From an optimization exercise on the open Yosys and OpenROAD flow, aimed at small area and a short achievable clock period; shortcuts taken in it are not production practice.
Only simulation tests tie the RTL to the original design; equivalence was not proved.
No activity file was given, so power comes from the tool's default toggle rates.

**flow/config.mk**
```make
export PLATFORM = sky130hd
export DESIGN_NAME = double_ended_queue
export DESIGN_NICKNAME = double_ended_queue
export VERILOG_FILES = /design/flow/design.v
export SDC_FILE = /design/flow/constraint.sdc
export NUM_CORES = 4
export LEC_CHECK = 0
export CAP_MARGIN = 20
export CORE_MARGIN = 2
export CORE_UTILIZATION = 62
export PLACE_DENSITY = 0.72
export SETUP_SLACK_MARGIN = 1.75
export SLEW_MARGIN = 20
export TNS_END_PERCENT = 0
```
**flow/constraint.sdc**
```tcl
create_clock -name core_clock -period 3.5 [get_ports {clk}]
set_input_delay 0.7000 -clock core_clock [delete_from_list [all_inputs] [get_ports {clk}]]
set_output_delay 0.7000 -clock core_clock [all_outputs]
set_load 0.01 [all_outputs]
```
**flow/design.v**
```verilog
`timescale 1ns / 1ps
package dq_pkg;
  localparam int DEPTH_DEF      = 16;
  localparam int DATA_WIDTH_DEF = 32;
  localparam int CNT_W_DEF      = $clog2(DEPTH_DEF + 1);
endpackage
`timescale 1ns / 1ps
module double_ended_queue #(
  parameter int DEPTH      = dq_pkg::DEPTH_DEF,
  parameter int DATA_WIDTH = dq_pkg::DATA_WIDTH_DEF,
  parameter int CNT_W      = $clog2(DEPTH + 1)
) (
  input  logic                  clk,
  input  logic                  rst,
  input  logic                  req_valid,
  output logic                  req_ready,
  input  logic [1:0]            req_mode,
  input  logic [DATA_WIDTH-1:0] req_item_value,
  output logic                  rsp_valid,
  input  logic                  rsp_ready,
  output logic [DATA_WIDTH-1:0] rsp_popped_value,
  output logic [1:0]            rsp_status,
  output logic [CNT_W-1:0]      rsp_occupancy
);
  logic [DATA_WIDTH-1:0] mem [DEPTH];
  logic [DEPTH-1:0]      head;      
  logic [DEPTH-1:0]      tail;      
  logic [DEPTH-1:0]      head_m1;   
  logic [DEPTH-1:0]      tail_m1;   
  logic [CNT_W-1:0]      count;
  logic                  empty;
  logic fire, full, push, pop, do_push, do_pop;
  logic [CNT_W-1:0]      count_inc, count_dec;
  logic                  at_one;
  logic [DEPTH-1:0]      rd_sel;
  logic [DATA_WIDTH-1:0] rd_word;
  assign req_ready     = !rsp_valid || rsp_ready;
  assign fire          = req_valid && req_ready;
  assign full          = count[CNT_W-1];
  assign push          = !req_mode[1];
  assign pop           = req_mode[1];
  assign do_push       = fire && push && !full;
  assign do_pop        = fire && pop && !empty;
  assign rsp_occupancy = count;
  assign count_inc = count + 1'b1;
  assign count_dec = count - 1'b1;
  assign at_one    = (count == CNT_W'(1));
  assign head_m1 = {head[0], head[DEPTH-1:1]};
  assign tail_m1 = {tail[0], tail[DEPTH-1:1]};
  assign rd_sel = req_mode[0] ? tail_m1 : head;
  always_comb begin
    rd_word = '0;
    for (int i = 0; i < DEPTH; i++) begin
      rd_word = rd_word | ({DATA_WIDTH{rd_sel[i]}} & mem[i]);
    end
  end
  for (genvar i = 0; i < DEPTH; i++) begin : g_word
    logic we;
    assign we = do_push && (req_mode[0] ? tail[i] : head_m1[i]);
    always_ff @(posedge clk) begin
      if (we) mem[i] <= req_item_value;
    end
  end
  always_ff @(posedge clk) begin
    if (rst) begin
      head      <= DEPTH'(1);
      tail      <= DEPTH'(1);
      count     <= '0;
      empty     <= 1'b1;
      rsp_valid <= 1'b0;
    end else begin
      if (do_push) begin
        if (req_mode[0]) tail <= {tail[DEPTH-2:0], tail[DEPTH-1]};
        else             head <= head_m1;
        count <= count_inc;
        empty <= 1'b0;
      end
      if (do_pop) begin
        if (req_mode[0]) tail <= tail_m1;
        else             head <= {head[DEPTH-2:0], head[DEPTH-1]};
        count <= count_dec;
        empty <= at_one;
      end
      if (fire)           rsp_valid <= 1'b1;
      else if (rsp_ready) rsp_valid <= 1'b0;
    end
  end
  logic [DATA_WIDTH-1:0] popped_value_next;
  logic [1:0]            status_next;
  assign popped_value_next = pop ? (empty ? '1 : rd_word) : '0;
  assign status_next       = (push && full) ? 2'd2 : ((pop && empty) ? 2'd1 : 2'd0);
  always_ff @(posedge clk) begin
    rsp_popped_value <= fire ? popped_value_next : (rsp_popped_value & {DATA_WIDTH{rsp_valid}});
    rsp_status       <= fire ? status_next : (rsp_status & {2{rsp_valid}});
  end
endmodule
```
**flow/flow/run.sh**
```bash
#!/bin/bash
# the standard layout with four changes: the port buffers are plain buf_2
# cells (not delay cells), sizing may swap a cell for one of another
# footprint, the clock tree clusters up to 24 flip-flops per leaf buffer,
# and it adds no dummy loads. every tool's output stays in the orfs/logs
# folder; make's own output goes to standard.log.
set -euo pipefail
CTS="-sink_clustering_enable -repair_clock_nets -buf_list sky130_fd_sc_hd__clkbuf_16"
CTS="$CTS -sink_clustering_size 24 -sink_clustering_max_diameter 80 -dont_use_dummy_load"
bash standard.sh MATCH_CELL_FOOTPRINT=0 "CTS_ARGS=$CTS" \
  "BUFFER_PORTS_ARGS=-buffer_cell sky130_fd_sc_hd__buf_2" finish > standard.log 2>&1
```
**flow/standard.sh**
```bash
#!/bin/bash
# synth_recipe.tcl (not shown) runs the flow's synth.tcl, then flattens the netlist and writes it again
# the make line also repeats each setting of config.mk as NAME=value (left out here)
make -C /OpenROAD-flow-scripts/flow DESIGN_CONFIG=/design/flow/config.mk WORK_HOME=/design/flow/orfs CLKGATE_MAP_FILE= SYNTH_SCRIPT=/design/flow/synth_recipe.tcl "${@:-finish}"
```
==> reports/summary.txt, run 1 <==
Outcome - timing/DRC/antenna clean
Initial antenna violation count - 2
Final period util - 55.94%
Reg clk slew, reported paths - 0.10 ns
Switching share of power - 22.34%
Placed cells - 1774
Largest delay share family, worst path - compound AO/OA/AOI/OAI gates
Largest net degree at the start of global routing - 39
Routed via count - 13130
Pleak - 7.842 nW
Combinational family with the most area after synthesis - compound AO/OA/AOI/OAI gates
GR Util met3 - 5.705%
Worst setup SP type - input pin
Root Driver - clkbuf_16
Crit path depth - 7
CTS tree - done
Die X - 190.6 um
Fin crit period - 1.958 ns
Max IR drop VDD - 0.5253 mV
RSZ-0062 raised after global routing - yes
FF-to-FF path depth - 5
Area grow syn2layout - 12.26%
Final Skew - 0.05901 ns
Worst R2R End - rsp_popped_value[8]
Netlist cell types - 39
Sink Count - 585
Num rows - 68
Final wirelength - 59.78 mm
Int Power - 9.519 mW
Cells along the critical path - buf_16 > buf_12 > mux2_8 > a22o_1 > a221oi_1 > nand4_1 > a2bb2oi_1
Top cell type's share of synthesized area - 71.25%
Post-route DRC - 0
Post-synthesis sequential area ratio - 78.02%
CTS Buffer Depth - 3
Sequential share of power - 63.7%
Final slew viol count - 0
Crit-path max cell delay - 0.47 ns
Psw - 2.738 mW
Met2 Use GR - 49.23%
Filler instances - 2195
Min-Delay Path Class - register to register
Final Hold Vio Count - 0
Via density per instance - 7.114
Antenna viol nets, final - 0
FF-to-FF setup slack - 1.58 ns
Clock power frac - 27.8%
Cell Pwr Density - 506.0 nW/um2
Leading post-synthesis cells by cell area - edfxtp_1 (71%), dfxtp_1 (6.8%), a22oi_1 (5.8%)
Critical path fanouts, max - 20
CP endpoint kind - register
GPL Wtd Cong - 0.8003
Initial Util - 62.78%
Crit path capture - rsp_popped_value[8]
Comb pwr share - 8.5%
Number of detailed-route iterations in the first pass - 7
Vias in the first global route - 12020
Buf/Inv on CP - 2
WS Path Type - input pin to register
Gr usage total - 31.39%
Commonest non-fill, non-tap cell in the layout - edfxtp_1
Final Non-Filler Cells - 1846
H-tree Lvls - 1
Yosys warns - 2
CP Data Required Time - 3.94 ns
Top Usage Layer GRT - met2
Simple-gate area share of the yosys netlist - 4.824%
Die ar. - 36310 um2
Layout Utilization - 70.48%
Mapped Avg Cell Area - 16.79 um2
First-pass GRT wire length - 80.60 mm
IO buf count - 78
Critical path origin - req_mode[0]
Layout cells sized above 1 - 16.98%
Die height - 190.6 um
DRT iter0 DRCs - 2018
Register bit total from synthesis - 585
Number of setup violations in the final report - 0
Total Power - 12.26 mW
Setup TNS - 0 ns
Slowest stage cell, crit path - mux2_8
Core Footprint - 34370 um2
Fmax - 0.5107 GHz
Mapped Nets - 1326
Area of the multi-input gates - 4816 um2
HPWL after DPL - 27.24 mm
Xor-xnor portion of the synthesized cell area - 0.1218%
WL per Instance - 32.38 um
Sequential cell area - 16840 um2
Mux cell area share after synthesis - 2.209%
Synth Cell Area - 21580 um2
Worst skew pair latency - 0.61 ns
Slew @ Worst Pin - 0.7641 ns
Io pins - 79
Number of max-cap violations - 0
Gr ovfl total - 0
Synth Area in Adders - 0.1739%
Worst Path Arrival - 2.40 ns
Post-synthesis compound-gate area fraction - 12.59%
Synthesized instance count - 1285
Leading cell types in the layout, fill and taps excluded - edfxtp_1 (512), a22oi_1 (168), buf_2 (77)
Slew Limit Headroom - 49.06%
CTS Buf Count - 28
GRT met1 Usage - 44.86%
Final nets - 1433
Dominant cell type by area after synthesis - edfxtp_1
-- power groups by stage --
stage / sequential [mW] / clock, mW / combinational (mW)
finish: 7.81 / 3.40 / 1.04
global route: 7.82 / 3.62 / 1.09
CTS: 7.80 / 3.40 / 0.948
detailed placement: 7.95 / 0 / 0.894
global placement: 7.94 / 0 / 0.876
floorplan: 7.94 / 0 / 0.522
-- cells in the mapped netlist --
cell       count
a211oi_1      28
a21boi_1       1
a21oi_1       32
a221o_1        1
a221oi_1      39
a221oi_2       5
a22o_1        44
a22oi_1      168
a2bb2oi_1     23
a31oi_1        1
and3_1         2
and4b_1        1
buf_2         34
buf_4          2
buf_6          8
clkbuf_1      38
dfxtp_1       73
edfxtp_1     512
ha_1           3
inv_1          7
mux2_2         9
mux2_4         7
mux2i_1       27
nand2_1       67
nand2_2        1
nand2b_1       2
nand3_1        4
nand4_1       51
nand4b_1      14
nor2_1        52
nor3_1        15
nor4b_1        1
o21ai_0        4
o221ai_1       2
o22ai_1        2
o32ai_1        1
or4_1          1
xnor2_1        1
xor2_1         2
-- cells by family after synthesis --
kind of cell | after synthesis
buf+inv | 89
xor+xnor | 3
fa+ha+maj | 3
compound gates | 351
mux | 43
simple gates | 211
flops | 585
-- what timing repair did --
action,CTS,global route
cloned,5,10
gates resized for setup,31,47
hold buffers,0,0
pin swaps,3,3
buffers inserted,9,19
endpoints found under the setup margin,588,531
-- cell type report --
cell class                      instances  share of cell area (%)
Inverter                                7                  0.1085
Sequential cell                       585                   69.52
Antenna cell                            1                 0.01033
Clock buffer                           28                   2.892
Multi-Input combinational cell        623                   19.88
Tap cell                              455                   2.350
Timing Repair Buffer                  147                   5.243
-- state kept, by name, summed over array words and instances, names as in the netlist, named ones only --
name and flops:
count 5, empty 1, head 15, mem 512, rsp_popped_value 32, rsp_status 2, rsp_valid 1, tail 2
-- metal layers --
metal / up-vias / part of all wire (%)
met5: - / 0.049
met4: 4 / 4.1
met3: 173 / 12
met2: 911 / 47
met1: 6595 / 37
li1: 5449 / -
-- worst min path at each step --
stage	startpoint	slack (ns)	cells past startpoint	endpoint
6_report	rsp_status[1]	0.46	2	rsp_status[1]
5_1_grt	req_item_value[12]	0.47	1	mem[5][12]
4_1_cts	req_mode[1]	0.44	3	rsp_status[0]
3_5_place_dp	rsp_status[0]	0.44	2	rsp_status[0]
3_3_place_gp	rsp_status[1]	0.43	2	rsp_status[1]
2_1_floorplan	rsp_status[0]	0.48	2	rsp_status[0]
-- per-stage QoR --
stage          setup WS, ns  cell area (um2)  hold slack, ns
5_1_grt               1.492            24220          0.4661
3_5_place_dp         0.5535            22620          0.4387
2_1_floorplan         1.177            21730          0.4829
6_report              1.542            24220          0.4581
4_1_cts               1.503            23660          0.4442
3_3_place_gp         0.5839            22620          0.4314
-- worst min-delay path, stage by stage, from the launching register on --
cell and delay [ns]:
dfxtp_1 0.33, nand2_1 0.04, o21ai_0 0.05
==> run 2: changes to the inputs <==
--- a/flow/config.mk
+++ b/flow/config.mk
@@ -9,6 +9,6 @@
 export CORE_MARGIN = 2
 export CORE_UTILIZATION = 62
 export PLACE_DENSITY = 0.72
-export SETUP_SLACK_MARGIN = 1.75
+export SETUP_SLACK_MARGIN = 1.85
 export SLEW_MARGIN = 20
-export TNS_END_PERCENT = 0
+export TNS_END_PERCENT = 10
==> run 2 against run 1 <==
Critical path depth decreased by 2. Fmax fell by 2.0%. Global-route usage increased by 6.3 points. Die area unchanged. Area after synthesis stayed put. Still clean. Final cell count up 4.4%. Non-clock buffer count increased by 68. Core utilization is 4.2 points higher. Via count grew 9.6%.
==> reports/summary.txt, run 2 <==
Outcome - timing/DRC/antenna clean
Io pins - 79
Synth Cell Area - 21580 um2
Most common cell in the netlist - edfxtp_1
Die X - 190.6 um
Largest net degree at the start of global routing - 39
Clock power frac - 27.3%
Yosys warns - 2
Crit-path max cell delay - 0.43 ns
Hold-fix buffers, CTS - 0
Buf/Inv on CP - 0
Layout Utilization - 74.68%
Num rows - 68
Vias in the first global route - 13270
RSZ-0062 raised after global routing - yes
Final nets - 1515
Met2 Use GR - 56.46%
Commonest cells in the netlist - edfxtp_1 (512), a22oi_1 (168), dfxtp_1 (73), nand2_1 (67), nor2_1 (52)
Sink Count - 585
Routed via count - 14390
Design Area, Final - 25670 um2
GPL Wtd Cong - 0.8003
Reg clk slew, reported paths - 0.10 ns
Fmax - 0.5003 GHz
Top cell type's share of synthesized area - 71.25%
CTS Buf Count - 28
Mapped Avg Cell Area - 16.79 um2
Via density per instance - 7.467
Fin crit period - 1.999 ns
Die height - 190.6 um
Total Power - 12.57 mW
Register bit total from synthesis - 585
Final period util - 57.11%
Initial Util - 62.78%
Number of detailed-route iterations in the first pass - 8
Core Footprint - 34370 um2
Slowest stage cell, crit path - dfxtp_2
Layout cells sized above 1 - 27.31%
Top Usage Layer GRT - met2
Commonest non-fill, non-tap cell in the layout - edfxtp_1
Placed cells - 1774
Setup TNS - 0 ns
Final Skew - 0.04217 ns
GRT met1 Usage - 51.34%
Min-Delay Path Class - input pin to register
CTS tree - done
Worst Path Arrival - 2.44 ns
Primary FF master, synth - edfxtp_1
Critical path fanouts, max - 8
Root Driver - clkbuf_16
Initial antenna violation count - 1
Psw - 2.914 mW
Die ar. - 36310 um2
Max IR drop VDD - 0.5105 mV
Int Power - 9.654 mW
Final Hold Vio Count - 0
Final Non-Filler Cells - 1927
Max FFs per register - 512
Worst setup SP type - register
GR Util met3 - 10.77%
CP Data Required Time - 3.94 ns
Final wirelength - 69.73 mm
Asr flop ratio synth - 0%
WS Path Type - register to register
Cell Pwr Density - 489.6 nW/um2
CP endpoint kind - register
Sequential share of power - 62.4%
Dominant cell type by area after synthesis - edfxtp_1
Switching share of power - 23.19%
Filler instances - 1974
Area grow syn2layout - 18.95%
Post-synthesis sequential area ratio - 78.02%
Gr usage total - 37.73%
Synthesized instance count - 1285
DRT iter0 DRCs - 2146
CTS Buffer Depth - 3
H-tree Lvls - 1
Netlist cell types - 39
WL per Instance - 36.19 um
Top Registers - mem (512), rsp_popped_value (32), head (15)
Post-route DRC - 0
Pleak - 8.486 nW
Placed instance area - 22620 um2
Leading post-synthesis cells by cell area - edfxtp_1 (71%), dfxtp_1 (6.8%), a22oi_1 (5.8%)
Number of setup violations in the final report - 0
Gr ovfl total - 0
Antenna viol nets, final - 0
Slew Limit Headroom - 39.68%
IO buf count - 78
Number of max-cap violations - 0
HPWL after DPL - 27.24 mm
Slew @ Worst Pin - 0.9048 ns
Largest Register - mem
Largest delay share family, worst path - compound AO/OA/AOI/OAI gates
Mapped Nets - 1326
Worst skew pair latency - 0.60 ns
Cells along the critical path - mux2_8 > a22o_1 > a221oi_2 > nand4_1 > a2bb2oi_1
Post-synth EDFFs - 512
Comb pwr share - 10.3%
N_diodes - 0
Final slew viol count - 0
First-pass GRT wire length - 94.74 mm
Leading cell types in the layout, fill and taps excluded - edfxtp_1 (512), a22oi_1 (163), buf_4 (79)
==> run 2: cell counts after synthesis <==
No cell type changed its count.
==> run 2: cell families after synthesis <==
kind of cell | Yosys count | synth area share (%)
flops | 585 | 78.02
compound gates | 351 | 12.59
simple gates | 211 | 4.824
buf+inv | 89 | 2.058
mux | 43 | 2.209
xor+xnor | 3 | 0.1218
fa+ha+maj | 3 | 0.1740
==> run 2: repair_timing <==
action,in CTS,in global routing
gates cloned,31,5
setup endpoints to repair,618,511
pin swaps,31,22
buffers inserted,65,24
gates resized for setup,116,91
==> run 2: area by class of cell <==
cell class / count / area [um2] / area share [%]
inverters: 7 / 26.28 / 0.1024
well taps: 455 / 569.3 / 2.218
clock buffers: 28 / 700.7 / 2.730
flip-flops and latches: 585 / 16920 / 65.92
repair buffers: 215 / 2137 / 8.326
multi-input cells: 637 / 5315 / 20.71
==> run 2: power by group through the flow <==
stage          Combinational [mW]  Clock, mW  Sequential, mW
6_report                     1.30       3.43            7.84
5_1_grt                      1.33       3.62            7.84
4_1_cts                      1.15       3.40            7.82
3_5_place_dp                0.894          0            7.95
3_3_place_gp                0.876          0            7.94
2_1_floorplan               0.522          0            7.94
==> run 2: per-layer routing <==
layer  vias up  routed length [um]  share of wire (%)
met1      7136               23860                 34
met5         -                  14              0.020
met3       307               10680                 15
met4         2                4595                6.6
met2      1302               30580                 44
li1       5642                   -                  -
==> run 2: stage by stage <==
stage | worst slack (ns) | hold slack [ns]
floorplan | 1.177 | 0.4829
global placement | 0.5839 | 0.4314
detailed placement | 0.5535 | 0.4387
CTS | 1.527 | 0.4498
global route | 1.585 | 0.4762
finish | 1.501 | 0.4730
==> run 2: path summary, 6_finish.rpt <==
kind / startpoint / endpoint / slack, ns / cells past startpoint
worst min register to register: rsp_status[1] / rsp_status[1] / 0.48 / 2
worst max-delay path: register / rsp_popped_value[29] / 1.50 / 5
worst min-delay path: req_item_value[12] / mem[5][12] / 0.47 / 1
worst max register to register: register / rsp_popped_value[29] / 1.50 / 5
==> run 3: changes to the inputs <==
--- a/flow/config.mk
+++ b/flow/config.mk
@@ -5,10 +5,10 @@
 export SDC_FILE = /design/flow/constraint.sdc
 export NUM_CORES = 4
 export LEC_CHECK = 0
-export CAP_MARGIN = 20
+export CAP_MARGIN = 5
 export CORE_MARGIN = 2
 export CORE_UTILIZATION = 62
 export PLACE_DENSITY = 0.72
 export SETUP_SLACK_MARGIN = 1.85
-export SLEW_MARGIN = 20
-export TNS_END_PERCENT = 10
+export SLEW_MARGIN = 5
+export TNS_END_PERCENT = 0
==> run 3 against run 2 <==
Still clean. Worst setup slack better by 0.080 ns. Sequential share of layout area up 3.0 points. Synthesized cell count unchanged. Clock power about the same. Routed wire length down 13%. Critical path depth unchanged. Critical endpoint is now rsp_popped_value[8].
==> reports/summary.txt, run 3 <==
H-tree Lvls - 1
WS Path Type - register to register
Post-synthesis sequential area ratio - 78.02%
Final slew viol count - 0
Root Driver - clkbuf_16
Worst Slack Setup Final - 1.582 ns
Int Power - 9.539 mW
Max IR drop VDD - 0.5273 mV
CP endpoint kind - register
Max FFs per register - 512
Design Area, Final - 24440 um2
Sink Count - 585
Number of setup violations in the final report - 0
Post-route DRC - 0
Yosys warns - 2
Critical path fanouts, max - 8
Number of max-cap violations - 0
Gr usage total - 31.39%
CTS Buf Count - 28
Final Hold Vio Count - 0
Area grow syn2layout - 13.25%
Leading post-synthesis cells by cell area - edfxtp_1 (71%), dfxtp_1 (6.8%), a22oi_1 (5.8%)
RSZ-0062 raised after global routing - yes
CTS tree - done
CTS Buffer Depth - 3
Final nets - 1444
Slew @ Worst Pin - 0.8026 ns
Routed via count - 13300
Layout cells sized above 1 - 18.63%
Gr ovfl total - 0
Sequential share of power - 63.5%
Netlist cell types - 39
Asr flop ratio synth - 0%
First-pass GRT wire length - 80.60 mm
Worst skew pair latency - 0.61 ns
Min-Delay Path Class - input pin to register
Num rows - 68
N_diodes - 0
Slew Limit Headroom - 46.49%
Reg clk slew, reported paths - 0.09 ns
Dominant cell type by area after synthesis - edfxtp_1
Placed instance area - 22620 um2
Leading cell types in the layout, fill and taps excluded - edfxtp_1 (512), a22oi_1 (168), buf_2 (76)
Mapped Avg Cell Area - 16.79 um2
Pleak - 7.942 nW
WL per Instance - 32.85 um
Top Registers - mem (512), rsp_popped_value (32), head (15)
Via density per instance - 7.164
Final Skew - 0.05278 ns
Number of detailed-route iterations in the first pass - 5
Core Footprint - 34370 um2
Psw - 2.767 mW
Vias in the first global route - 12020
Die ar. - 36310 um2
CP Data Required Time - 3.94 ns
Synthesized instance count - 1285
Initial Util - 62.78%
Setup TNS - 0 ns
Die X - 190.6 um
GPL Wtd Cong - 0.8003
Worst setup SP type - register
Cell Pwr Density - 503.5 nW/um2
Commonest cells in the netlist - edfxtp_1 (512), a22oi_1 (168), dfxtp_1 (73), nand2_1 (67), nor2_1 (52)
Largest Register - mem
Initial antenna violation count - 2
Mapped Nets - 1326
Fin crit period - 1.918 ns
Sequential cell area - 16850 um2
Synth Cell Area - 21580 um2
Worst Path Arrival - 2.36 ns
Switching share of power - 22.48%
Largest net degree at the start of global routing - 39
DRT iter0 DRCs - 1827
Register bit total from synthesis - 585
Die height - 190.6 um
Clock power frac - 27.7%
Antenna viol nets, final - 0
Final wirelength - 60.96 mm
Comb pwr share - 8.7%
IO buf count - 78
Outcome - timing/DRC/antenna clean
Placement Setup Slack - 0.5535 ns
Io pins - 79
Most common cell in the netlist - edfxtp_1
Final period util - 54.81%
Primary FF master, synth - edfxtp_1
Area of the multi-input gates - 4900 um2
Post-synth EDFFs - 512
HPWL after DPL - 27.24 mm
Filler instances - 2151
Fmax - 0.5213 GHz
Commonest non-fill, non-tap cell in the layout - edfxtp_1
Top cell type's share of synthesized area - 71.25%
-- run 3: cell counts after synthesis --
Identical to the previous run, type by type.
-- run 3: stage by stage --
stage	cells	total power, mW	hold WS, ns	utilization (%)
after global placement	1774	8.819	0.4314	65.82
after global routing	1856	12.57	0.4661	71.10
after detailed placement	1774	8.843	0.4387	65.82
after floorplan	1285	8.467	0.4829	-
final	1856	12.31	0.4564	71.10
after CTS	1816	12.15	0.4442	68.84
-- run 3: cell type report --
class / instances / share of cell area (%)
Multi-Input combinational cell: 625 / 20.05
Tap cell: 455 / 2.329
Clock buffer: 28 / 2.867
Inverter: 7 / 0.1075
Timing Repair Buffer: 156 / 5.688
Sequential cell: 585 / 68.96
-- run 3: logic make-up after synthesis --
| kind of cell | count (synthesis) | synth area share (%) |
|---|---|---|
| simple gates | 211 | 4.824 |
| buf+inv | 89 | 2.058 |
| fa+ha+maj | 3 | 0.1740 |
| mux | 43 | 2.209 |
| xor+xnor | 3 | 0.1218 |
| flops | 585 | 78.02 |
| compound gates | 351 | 12.59 |
-- run 3: critical path, stage by stage, from the launching register on --
cell       delay [ns]
dfxtp_1          0.50
mux2_8           0.46
buf_4            0.20
a221oi_1         0.32
nand4_1          0.15
a2bb2oi_1        0.16
-- run 3: per-layer routing --
layer / track usage [%] / part of all wire (%) / vias to the layer above / wire length, um
met5: 0 / 0.021 / - / 13
met4: 11.27 / 4.3 / 2 / 2611
met3: 5.705 / 12 / 171 / 7536
met2: 49.23 / 46 / 932 / 28110
met1: 44.86 / 37 / 6721 / 22690
li1: - / - / 5470 / -
-- run 3: power by group through the flow --
stage | clock, mW | combinational (mW) | sequential, mW
after CTS | 3.40 | 0.948 | 7.80
after global placement | 0 | 0.876 | 7.94
final | 3.41 | 1.07 | 7.82
after global routing | 3.62 | 1.12 | 7.83
after floorplan | 0 | 0.522 | 7.94
after detailed placement | 0 | 0.894 | 7.95
-- run 3: final timing paths --
check | from | to | slack (ns) | cells past startpoint
worst max-delay path | register | rsp_popped_value[8] | 1.58 | 5
worst min-delay path | req_valid | rsp_valid | 0.46 | 3
worst max register to register | register | rsp_popped_value[8] | 1.58 | 5
worst min register to register | rsp_status[1] | rsp_status[1] | 0.46 | 2
-- run 3: repair_timing --
item	CTS	global route
gates resized for setup	31	66
hold buffers	0	0
pin swaps	3	3
buffers inserted	9	27
setup endpoints to repair	618	601
gates cloned	5	13
hold endpoints to repair	0	0
==> run 4: changes to the inputs <==
--- a/flow/config.mk
+++ b/flow/config.mk
@@ -5,10 +5,10 @@
 export SDC_FILE = /design/flow/constraint.sdc
 export NUM_CORES = 4
 export LEC_CHECK = 0
-export CAP_MARGIN = 5
+export CAP_MARGIN = 10
 export CORE_MARGIN = 2
 export CORE_UTILIZATION = 62
 export PLACE_DENSITY = 0.72
 export SETUP_SLACK_MARGIN = 1.85
-export SLEW_MARGIN = 5
+export SLEW_MARGIN = 10
 export TNS_END_PERCENT = 0
==> run 4 against run 3 <==
Sequential power about the same. Worst setup slack unchanged. Die area unchanged. Largest power group unchanged. Critical path type unchanged. Still clean on timing, DRC and antenna.
==> reports/summary.txt, run 4 <==
Reg clk slew, reported paths - 0.09 ns
First-pass GRT wire length - 80.60 mm
CTS Buffer Depth - 3
WL per Instance - 32.85 um
CTS Buf Count - 28
Top cell type's share of synthesized area - 71.25%
Slew @ Worst Pin - 0.8026 ns
Combinational family with the most area after synthesis - compound AO/OA/AOI/OAI gates
Yosys warns - 2
Slew Limit Headroom - 46.49%
Core Footprint - 34370 um2
Asr flop ratio synth - 0%
Largest Register - mem
Fin crit period - 1.918 ns
Mux cell area share after synthesis - 2.209%
HPWL after DPL - 27.24 mm
Die X - 190.6 um
Crit-path max cell delay - 0.50 ns
Fmax - 0.5213 GHz
Vias in the first global route - 12020
Final slew viol count - 0
Post-synthesis compound-gate area fraction - 12.59%
Sink Count - 585
Routed via count - 13300
Min-Delay Path Class - input pin to register
N_diodes - 0
Synth Cell Area - 21580 um2
Placed instance area - 22620 um2
Dominant cell type by area after synthesis - edfxtp_1
Design Area, Final - 24440 um2
Via density per instance - 7.164
Commonest cells in the netlist - edfxtp_1 (512), a22oi_1 (168), dfxtp_1 (73), nand2_1 (67), nor2_1 (52)
Setup TNS - 0 ns
WS Path Type - register to register
Io pins - 79
CP endpoint kind - register
Hold Slack - 0.4564 ns
Initial antenna violation count - 2
Most common cell in the netlist - edfxtp_1
H-tree Lvls - 1
Top Registers - mem (512), rsp_popped_value (32), head (15)
Buf/Inv on CP - 1
Pleak - 7.942 nW
Synth Area in Adders - 0.1739%
IO buf count - 78
DRT iter0 DRCs - 1827
Antenna viol nets, final - 0
Total Power - 12.31 mW
Gr ovfl total - 0
Number of max-cap violations - 0
Num rows - 68
Area grow syn2layout - 13.25%
Mapped Avg Cell Area - 16.79 um2
Post-synth EDFFs - 512
Register bit total from synthesis - 585
Xor-xnor portion of the synthesized cell area - 0.1218%
Simple-gate area share of the yosys netlist - 4.824%
Cells along the critical path - mux2_8 > buf_4 > a221oi_1 > nand4_1 > a2bb2oi_1
Post-route DRC - 0
Layout cells sized above 1 - 18.63%
Largest delay share family, worst path - flip-flops
Worst skew pair latency - 0.61 ns
Largest net degree at the start of global routing - 39
GPL Wtd Cong - 0.8003
FF-to-FF setup slack - 1.58 ns
Max FFs per register - 512
Primary FF master, synth - edfxtp_1
Cell Pwr Density - 503.5 nW/um2
Final wirelength - 60.96 mm
CTS tree - done
Post-synthesis sequential area ratio - 78.02%
Number of setup violations in the final report - 0
Outcome - timing/DRC/antenna clean
Leading cell types in the layout, fill and taps excluded - edfxtp_1 (512), a22oi_1 (168), buf_2 (76)
Commonest non-fill, non-tap cell in the layout - edfxtp_1
Slowest stage cell, crit path - dfxtp_1
Root Driver - clkbuf_16
RSZ-0062 raised after global routing - yes
CP Data Required Time - 3.94 ns
Final Skew - 0.05278 ns
Synthesized instance count - 1285
Final Hold Vio Count - 0
Critical path fanouts, max - 8
Worst setup SP type - register
Netlist cell types - 39
Final period util - 54.81%
Final nets - 1444
Max IR drop VDD - 0.5273 mV
Leading post-synthesis cells by cell area - edfxtp_1 (71%), dfxtp_1 (6.8%), a22oi_1 (5.8%)
Die height - 190.6 um
Die ar. - 36310 um2
Worst Path Arrival - 2.36 ns
Initial Util - 62.78%
Mapped Nets - 1326
Number of detailed-route iterations in the first pass - 5
Gr usage total - 31.39%
run 4: layer usage:
layer / vias to the layer above / wire [um] / GRT usage, %
met3: 171 / 7536 / 5.705
met5: - / 13 / 0
met2: 932 / 28110 / 49.23
met1: 6721 / 22690 / 44.86
met4: 2 / 2611 / 11.27
li1: 5470 / - / -
run 4: what timing repair did:
item | in CTS | in global routing
pin swaps | 3 | 3
resized for setup | 31 | 66
cloned | 5 | 13
setup endpoints to repair | 618 | 601
buffers inserted | 9 | 27
hold buffers | 0 | 0
run 4: power breakdown:
group | leakage, nW | switching (mW) | internal [mW]
logic | 2.37 | 0.672 | 0.401
registers | 5.23 | 0.104 | 7.71
clock network | 0.345 | 1.99 | 1.42
total | 7.94 | 2.77 | 9.54
run 4: per-stage QoR:
| step | utilization, % | setup slack [ns] | instances |
|---|---|---|---|
| 6_report | 71.10 | 1.582 | 1856 |
| 5_1_grt | 71.10 | 1.554 | 1856 |
| 4_1_cts | 68.84 | 1.503 | 1816 |
| 3_5_place_dp | 65.82 | 0.5535 | 1774 |
| 3_3_place_gp | 65.82 | 0.5839 | 1774 |
| 2_1_floorplan | - | 1.177 | 1285 |
run 4: path summary, 6_finish.rpt:
check	from	end	depth (start not counted)
hold / removal	req_valid	rsp_valid	3
setup reg to reg	register	rsp_popped_value[8]	5
setup / recovery	register	rsp_popped_value[8]	5
hold reg to reg	rsp_status[1]	rsp_status[1]	2
run 4: cells by family (layout without fill, tap and decap cells):
kind of cell               count (synthesis)  count (layout)
and+or+nand+nor                          211             211
muxes                                     43              57
buffers and inverters                     89             191
xor gates and xnor gates                   3               3
AOI/OAI and AO/OA                        351             351
DFF                                      585             585
adders and majority gates                  3               3
run 4: tightest hold or removal path, stage by stage:
cell	delay, ns
buf_2	0.17
inv_1	0.07
a21oi_1	0.05
run 4: cell type report:
class,count,area (um2)
Sequential cell,585,16850
Tap cell,455,569.3
Timing Repair Buffer,156,1390
Clock buffer,28,700.7
Multi-Input combinational cell,625,4900
Inverter,7,26.28
Fill cell,2151,9933
==> run 5: changes to the inputs <==
--- a/flow/design.v
+++ b/flow/design.v
@@ -47,7 +47,10 @@
   assign at_one    = (count == CNT_W'(1));
   assign head_m1 = {head[0], head[DEPTH-1:1]};
   assign tail_m1 = {tail[0], tail[DEPTH-1:1]};
-  assign rd_sel = req_mode[0] ? tail_m1 : head;
+  logic pop_front_rd, pop_rear_rd;
+  assign pop_front_rd = pop && !req_mode[0] && !empty;
+  assign pop_rear_rd  = pop &&  req_mode[0] && !empty;
+  assign rd_sel = ({DEPTH{pop_rear_rd}} & tail_m1) | ({DEPTH{pop_front_rd}} & head);
   always_comb begin
     rd_word = '0;
     for (int i = 0; i < DEPTH; i++) begin
@@ -87,7 +90,7 @@
   end
   logic [DATA_WIDTH-1:0] popped_value_next;
   logic [1:0]            status_next;
-  assign popped_value_next = pop ? (empty ? '1 : rd_word) : '0;
+  assign popped_value_next = rd_word | {DATA_WIDTH{pop && empty}};
   assign status_next       = (push && full) ? 2'd2 : ((pop && empty) ? 2'd1 : 2'd0);
   always_ff @(posedge clk) begin
     rsp_popped_value <= fire ? popped_value_next : (rsp_popped_value & {DATA_WIDTH{rsp_valid}});
--- a/flow/config.mk
+++ b/flow/config.mk
@@ -5,10 +5,10 @@
 export SDC_FILE = /design/flow/constraint.sdc
 export NUM_CORES = 4
 export LEC_CHECK = 0
-export CAP_MARGIN = 10
+export CAP_MARGIN = 20
 export CORE_MARGIN = 2
 export CORE_UTILIZATION = 62
 export PLACE_DENSITY = 0.72
 export SETUP_SLACK_MARGIN = 1.85
-export SLEW_MARGIN = 10
+export SLEW_MARGIN = 20
 export TNS_END_PERCENT = 0
==> run 5 against run 4 <==
Synthesized cell count is 4.2% higher. First-iteration DRC count increased by 12%. Sequential power shrank 1%. Area after synthesis increased by 1.9%. Global-route usage is 2.2 points higher. Clock skew down 0.038 ns. Flip-flop and latch count did not move. Final cell count is 2.7% higher. Critical path type unchanged.
==> reports/summary.txt, run 5 <==
Die ar. - 37000 um2
N_diodes - 0
Design Area, Final - 24710 um2
Mapped Nets - 1380
Gr ovfl total - 0
Cells along the critical path - buf_12 > nor2b_4 > and2_2 > a22oi_1 > and4_1 > a31oi_1
CP Data Required Time - 4.01 ns
Number of max-cap violations - 0
Asr flop ratio synth - 0%
Leading cell types in the layout, fill and taps excluded - edfxtp_1 (512), a22oi_1 (168), and3_1 (100)
Via density per instance - 7.101
Final period util - 57.23%
Slowest stage cell, crit path - and2_2
CTS Buffer Depth - 3
Setup TNS - 0 ns
Sink Count - 585
Leading post-synthesis cells by cell area - edfxtp_1 (70%), dfxtp_1 (6.6%), a22oi_1 (5.7%)
Area grow syn2layout - 12.33%
Comb pwr share - 5.0%
Sequential share of power - 66.0%
Switching share of power - 20.67%
DRT iter0 DRCs - 2051
Vias in the first global route - 12760
Top cell type's share of synthesized area - 69.90%
Primary FF master, synth - edfxtp_1
Most common cell in the netlist - edfxtp_1
Post-synthesis sequential area ratio - 76.55%
Synthesized instance count - 1339
Placed instance area - 23270 um2
Int Power - 9.287 mW
Fmax - 0.4992 GHz
Largest delay share family, worst path - simple AND/OR/NAND/NOR gates
Critical path fanouts, max - 14
Routed via count - 13530
Largest net degree at the start of global routing - 40
First-pass GRT wire length - 87.08 mm
Die height - 192.4 um
Final Non-Filler Cells - 1906
Core Footprint - 34710 um2
Synth Cell Area - 21990 um2
Psw - 2.420 mW
CTS Buf Count - 28
IO buf count - 78
Slew Limit Headroom - 30.87%
Clock power frac - 29.0%
Layout Utilization - 71.18%
Outcome - timing/DRC/antenna clean
CP endpoint kind - register
Fin crit period - 2.003 ns
HPWL after DPL - 31.04 mm
Worst Path Arrival - 2.52 ns
Worst skew pair latency - 0.59 ns
Commonest non-fill, non-tap cell in the layout - edfxtp_1
Initial Util - 63.36%
Die X - 192.4 um
Reg clk slew, reported paths - 0.09 ns
Placement Setup Slack - 0.4381 ns
Layout cells sized above 1 - 19.37%
WL per Instance - 32.49 um
Max IR drop VDD - 0.4215 mV
Slew @ Worst Pin - 1.035 ns
Worst setup SP type - register
H-tree Lvls - 1
Netlist cell types - 52
Final wirelength - 61.92 mm
Crit-path max cell delay - 0.62 ns
Number of detailed-route iterations in the first pass - 5
Final nets - 1494
Register bit total from synthesis - 585
Io pins - 79
Worst Slack Setup Final - 1.497 ns
Final slew viol count - 0
Min-Delay Path Class - input pin to register
Commonest cells in the netlist - edfxtp_1 (512), a22oi_1 (168), and3_1 (101), a21oi_1 (84), dfxtp_1 (73)
Mapped Avg Cell Area - 16.43 um2
Top Registers - mem (512), rsp_popped_value (32), head (15)
GPL Wtd Cong - 0.8426
Root Driver - clkbuf_16
Cell Pwr Density - 473.8 nW/um2
Largest Register - mem
Gr usage total - 33.60%
Post-synth EDFFs - 512
CTS tree - done
Dominant cell type by area after synthesis - edfxtp_1
Buf/Inv on CP - 1
RSZ-0062 raised after global routing - yes
WS Path Type - register to register
Yosys warns - 2
Final Skew - 0.01482 ns
Pleak - 8.236 nW
Total Power - 11.71 mW
Hold Slack - 0.4626 ns
Hold-fix buffers, CTS - 0
Num rows - 68
Max FFs per register - 512
Initial antenna violation count - 2
Number of setup violations in the final report - 0
Antenna viol nets, final - 0
Final Hold Vio Count - 0
Post-route DRC - 0
Placed cells - 1836
-- run 5: cell types whose count changed after synthesis, moves of 14 or more --
cell	change
nand4b_1	-14
a31oi_1	+28
a221oi_1	-35
nand4_1	-48
and3_1	+99
nor3_1	-15
a211oi_1	-14
a2111oi_0	+14
nand2_1	-58
a2bb2oi_1	-22
a21oi_1	+52
-- run 5: kinds of logic (layout without fill, tap and decap cells) --
logic type                 Yosys count  after routing  synth area share [%]
AOI/OAI and AO/OA                  390            390                 12.87
xor gates and xnor gates             4              4                0.1593
adders and majority gates            3              3                0.1707
buffers and inverters              102            208                 2.423
DFF                                585            585                 76.55
muxes                               47             47                 2.406
and+or+nand+nor                    208            214                 5.421
-- run 5: area by class of cell --
type | instances | area, um2
timing repair buffer | 171 | 1534
clock buffer | 28 | 700.7
tap | 455 | 569.3
fill | 2240 | 10010
inverter | 9 | 33.78
sequential | 585 | 16850
multi-input combinational | 658 | 5020
-- run 5: worst min-delay path, delay by kind of cell --
kind	cells	cell delay, ns
buffers and inverters	2	0.24
AO/OA/AOI/OAI	1	0.05
-- run 5: power groups by stage --
stage	sequential [mW]	combinational, mW	clock, mW
global placement	7.88	0.499	0
CTS	7.72	0.561	3.40
floorplan	7.89	0.242	0
finish	7.73	0.581	3.40
global route	7.73	0.613	3.63
detailed placement	7.88	0.511	0
-- run 5: final timing paths --
path / slack, ns / depth (start not counted) / from / endpoint
worst min-delay path: 0.46 / 3 / req_valid / rsp_valid
worst max-delay path: 1.50 / 6 / empty / rsp_popped_value[23]
worst min register to register: 0.49 / 2 / rsp_status[0] / rsp_status[0]
worst max register to register: 1.50 / 6 / empty / rsp_popped_value[23]
-- run 5: routing by layer --
layer	vias up	global-route usage, %	share of wire, %
li1	5621	-	-
met1	6799	47.30	37
met2	948	53.06	47
met3	162	6.110	12
met4	4	12.68	4.3
met5	-	0	0.037
-- run 5: timing repair --
item                       in CTS  in global routing
buffers inserted               27                  6
pin swaps                      11                  4
setup endpoints to repair     625                623
gates resized for setup        67                 18
cloned                          8                  1

-- static timing again, ports no longer ideal --
How much do the figures lean on ideal ports? The routed layouts below were timed once more, with nothing changed but the port constraints.
Step 1 assumes that a clkbuf_16 drives the clock port and a buf_2 every other input.
Step 2 moves the port delays by t, midway between the first and last clock arrival at a register: inputs arrive t later, outputs are due t later. That takes back most of the time a late clock gives input paths.
a / b / c = ideal / step 1 / step 2; a / b = the first two.
run	t (ns)	setup WS [ns]	worst setup path at the end	slew at the worst register clock pin (ns)
run 1	0.629	1.542 / 1.510 / 0.881	input to register	0.10 / 0.10
run 2	0.626	1.501 / 1.398 / 0.772	input to register	0.10 / 0.10
run 3	0.631	1.582 / 1.536 / 0.906	input to register	0.10 / 0.10
run 4	0.631	1.582 / 1.536 / 0.906	input to register	0.10 / 0.10
run 5	0.630	1.497 / 1.497 / 0.876	input to register	0.10 / 0.10
After both steps every run listed still meets setup and hold. For run 2, which loses most, drivers alone change the setup slack by -0.103 ns; drivers and shift together by -0.729 ns.
